Source: an optimization exercise on an open RTL-to-GDS flow (aim: small area). Production flows keep margins and buffers that such runs may drop.
Function was checked by simulation only, so behaviour that the tests miss may differ from the original.
Power figures rest on the tool's default switching activity, not on a simulated workload. The flow treats the clock pin as an ideal source, which a real chip does not have.

Setup of job 101:
// fft_sequencer
module fft_sequencer
#(
    parameter int unsigned LOG2N = fft_sequencer_pkg::LOG2N,
    parameter int unsigned W     = fft_sequencer_pkg::W
) (
    input  logic               clk,
    input  logic               rst,
    input  logic               start,
    input  logic               in_valid,
    output logic               in_ready,
    input  logic [W-1:0]       in_re,
    input  logic [W-1:0]       in_im,
    output logic [STAGE_W-1:0] bf_stage,
    output logic [LOG2N-1:0]   bf_i,
    output logic [LOG2N-1:0]   bf_j,
    output logic [W-1:0]       bf_xir,
    output logic [W-1:0]       bf_xic,
    output logic [W-1:0]       bf_xjr,
    output logic [W-1:0]       bf_xjc,
    input  logic [W-1:0]       bf_yir,
    input  logic [W-1:0]       bf_yic,
    input  logic [W-1:0]       bf_yjr,
    input  logic [W-1:0]       bf_yjc,
    output logic               out_valid,
    input  logic               out_ready,
    output logic [W-1:0]       out_re,
    output logic [W-1:0]       out_im,
    output logic [LOG2N-1:0]   out_idx,
    output logic               busy,
    output logic               done
);
clock: 10.0 ns
lec_check: 0
cap_margin: 20
core_margin: 2
core_utilization: 25
place_density: 0.5
slew_margin: 20
buffer_ports_args: -buffer_cell sky130_fd_sc_hd__buf_1
cts_args: -sink_clustering_enable -repair_clock_nets -dont_use_dummy_load -buf_list {sky130_fd_sc_hd__clkbuf_16} -sink_clustering_size 30 -sink_clustering_max_diameter 100
standard.sh (not shown) runs the stock make flow with config.mk's settings and CLKGATE_MAP_FILE= SYNTH_SCRIPT=/design/flow/synth_recipe.tcl, a recipe that flattens the netlist after the stock synthesis.
==> flow/flow/run.sh <==
#!/bin/bash
# Standard layout with these changes: the port buffers use the smallest buffer cell, and
# clock tree synthesis adds no dummy loads and uses larger sink clusters. ORFS writes
# each tool's log under orfs/logs; make's output goes to standard.log here.
set -euo pipefail
cat >> config.mk <<'EOC'
export BUFFER_PORTS_ARGS = -buffer_cell sky130_fd_sc_hd__buf_1
export CTS_ARGS = -sink_clustering_enable -repair_clock_nets -dont_use_dummy_load -buf_list {sky130_fd_sc_hd__clkbuf_16} -sink_clustering_size 30 -sink_clustering_max_diameter 100
EOC
bash standard.sh > standard.log 2>&1
### job 101 -> job 102
-- flow/flow/run.sh --
<<< job 101, line 8
export CTS_ARGS = -sink_clustering_enable -repair_clock_nets -dont_use_dummy_load -buf_list {sky130_fd_sc_hd__clkbuf_16} -sink_clustering_size 30 -sink_clustering_max_diameter 100
>>> job 102, line 8
export CTS_ARGS = -sink_clustering_enable -repair_clock_nets -dont_use_dummy_load -buf_list {sky130_fd_sc_hd__clkbuf_16} -sink_clustering_size 25 -sink_clustering_max_diameter 80
-- flow/config.mk --
<<< job 101, line 14
export CTS_ARGS = -sink_clustering_enable -repair_clock_nets -dont_use_dummy_load -buf_list {sky130_fd_sc_hd__clkbuf_16} -sink_clustering_size 30 -sink_clustering_max_diameter 100
>>> job 102, line 14
export CTS_ARGS = -sink_clustering_enable -repair_clock_nets -dont_use_dummy_load -buf_list {sky130_fd_sc_hd__clkbuf_16} -sink_clustering_size 25 -sink_clustering_max_diameter 80
Results
The lower wire length came out of job 101. As far as die outline area goes, job 101 and job 102 are indistinguishable; the numbers are identical. Power per cell area for job 102: 1.4% up relative to job 101. Comparing job 101 and job 102, the lower met3 wire length is on job 101. Between job 102 and job 101, the met3 demand-to-capacity share in global routing does not differ in any meaningful way.

========
== build 79 ==
fft_sequencer, a different RTL version from the one above (not shown whole).
Size: about 2,400 cells after synthesis, ~1,000 flip-flops, roughly 31,000 µm² of cells after synthesis.
export LEC_CHECK = 0
export CAP_MARGIN = 0
export CORE_MARGIN = 2
export CORE_UTILIZATION = 50
export PLACE_DENSITY = 0.65
export SLEW_MARGIN = 0
export SYNTH_HIERARCHICAL = 1
export SYNTH_MINIMUM_KEEP_SIZE = 0
export BUFFER_PORTS_ARGS = -buffer_cell sky130_fd_sc_hd__buf_1
export CTS_ARGS = -sink_clustering_enable -repair_clock_nets -dont_use_dummy_load -buf_list {sky130_fd_sc_hd__clkbuf_16} -sink_clustering_size 32 -sink_clustering_max_diameter 100
create_clock -name core_clock -period 10.0 [get_ports {clk}]
==> flow/flow/run.sh <==
#!/bin/bash
# Standard layout with these changes: the port buffers use the smallest buffer cell, and
# clock tree synthesis adds no dummy loads and uses larger sink clusters. ORFS writes
# each tool's log under orfs/logs; make's output goes to standard.log here.
set -euo pipefail
cat >> config.mk <<'EOC'
export BUFFER_PORTS_ARGS = -buffer_cell sky130_fd_sc_hd__buf_1
export CTS_ARGS = -sink_clustering_enable -repair_clock_nets -dont_use_dummy_load -buf_list {sky130_fd_sc_hd__clkbuf_16} -sink_clustering_size 32 -sink_clustering_max_diameter 100
EOC
bash standard.sh > standard.log 2>&1
Build 79 went all the way through the flow, and no timing, DRC or antenna check failed.
For build 20, these inputs were changed with respect to build 79:
- SLEW_MARGIN: 0 -> 20
- CORE_UTILIZATION: 50 -> 40
- CAP_MARGIN: 0 -> 20
- PLACE_DENSITY: 0.65 -> 0.55
Notes after the runs:
On share of final-layout standard cells stronger than drive strength 1: between build 20 and build 79, it ends up lower for build 79.
The core box area number comes out lower for build 79 vs build 20.
Re final wirelength: build 20 and build 79 aren't equal, and the lower value belongs to build 79.
[compare] base=build 79 new=build 20: sequential share of layout area -0.70 points, final worst-path setup slack -0.11 ns.
Taking build 79 as the reference point, the via count of the routed design of build 20 rises by 187.
On met3 layer wire length in the routed design: between build 20 and build 79, it ends up lower for build 20.
Critical path depth, build 20 and build 79: larger value in build 20
Build 20 against build 79: utilization after layout went down 11 points, synthesis-to-layout area growth has increased.
### build 20 -> build 9
- changing CORE_UTILIZATION from 40 to 50
- changing PLACE_DENSITY from 0.55 to 0.65
[summary]
Result: PASS for each of build 9 and build 20. Clock network power consumption essentially unchanged between build 9 and build 20. Compared to build 20, the router laid down less metal wire for build 9. Taking build 20 as the reference, in build 9 number of library cell types mapped by synthesis comparable, post-synthesis to final-layout area growth down 0.66 points. As far as largest clock skew in the final design is concerned, build 9 and build 20 perform about the same. Compared with build 20, build 9 shows a lower clock period minus final worst setup slack.

[port drivers added, routing unchanged]
The flow's constraints put no driver on any port. The routed layouts listed below were extracted and timed again, unchanged, in two steps.
Step 1 sets driving cells, clkbuf_16 on the clock port and buf_2 on the other inputs (assumed; they add their load-dependent delay and slew).
Step 2 also shifts input and output timing later by t, the mid clock arrival at the registers, as if the neighbouring blocks saw the same clock.
Slacks: ideal ports / drivers / drivers and shift; pairs: ideal ports / drivers.
run | shift t [ns] | setup slack, ns | hold WS [ns] | clock arrival spread, ns
job 101 | 0.670 | 5.537 / 5.471 / 5.340 | 0.351 / 0.351 / 0.351 | 0.089 / 0.089
job 102 | 0.707 | 5.507 / 5.438 / 5.356 | 0.366 / 0.366 / 0.366 | 0.070 / 0.070
build 79 | 0.647 | 5.012 / 4.950 / 4.610 | 0.387 / 0.387 / 0.387 | 0.047 / 0.047
build 20 | 0.638 | 4.897 / 4.839 / 5.015 | 0.399 / 0.399 / 0.399 | 0.075 / 0.074
build 9 | 0.637 | 5.004 / 4.947 / 4.949 | 0.400 / 0.400 / 0.400 | 0.067 / 0.066
After both steps every run listed still meets setup and hold. The setup slack of build 79, which loses most, moves by -0.062 ns with the drivers and by -0.402 ns with both steps.
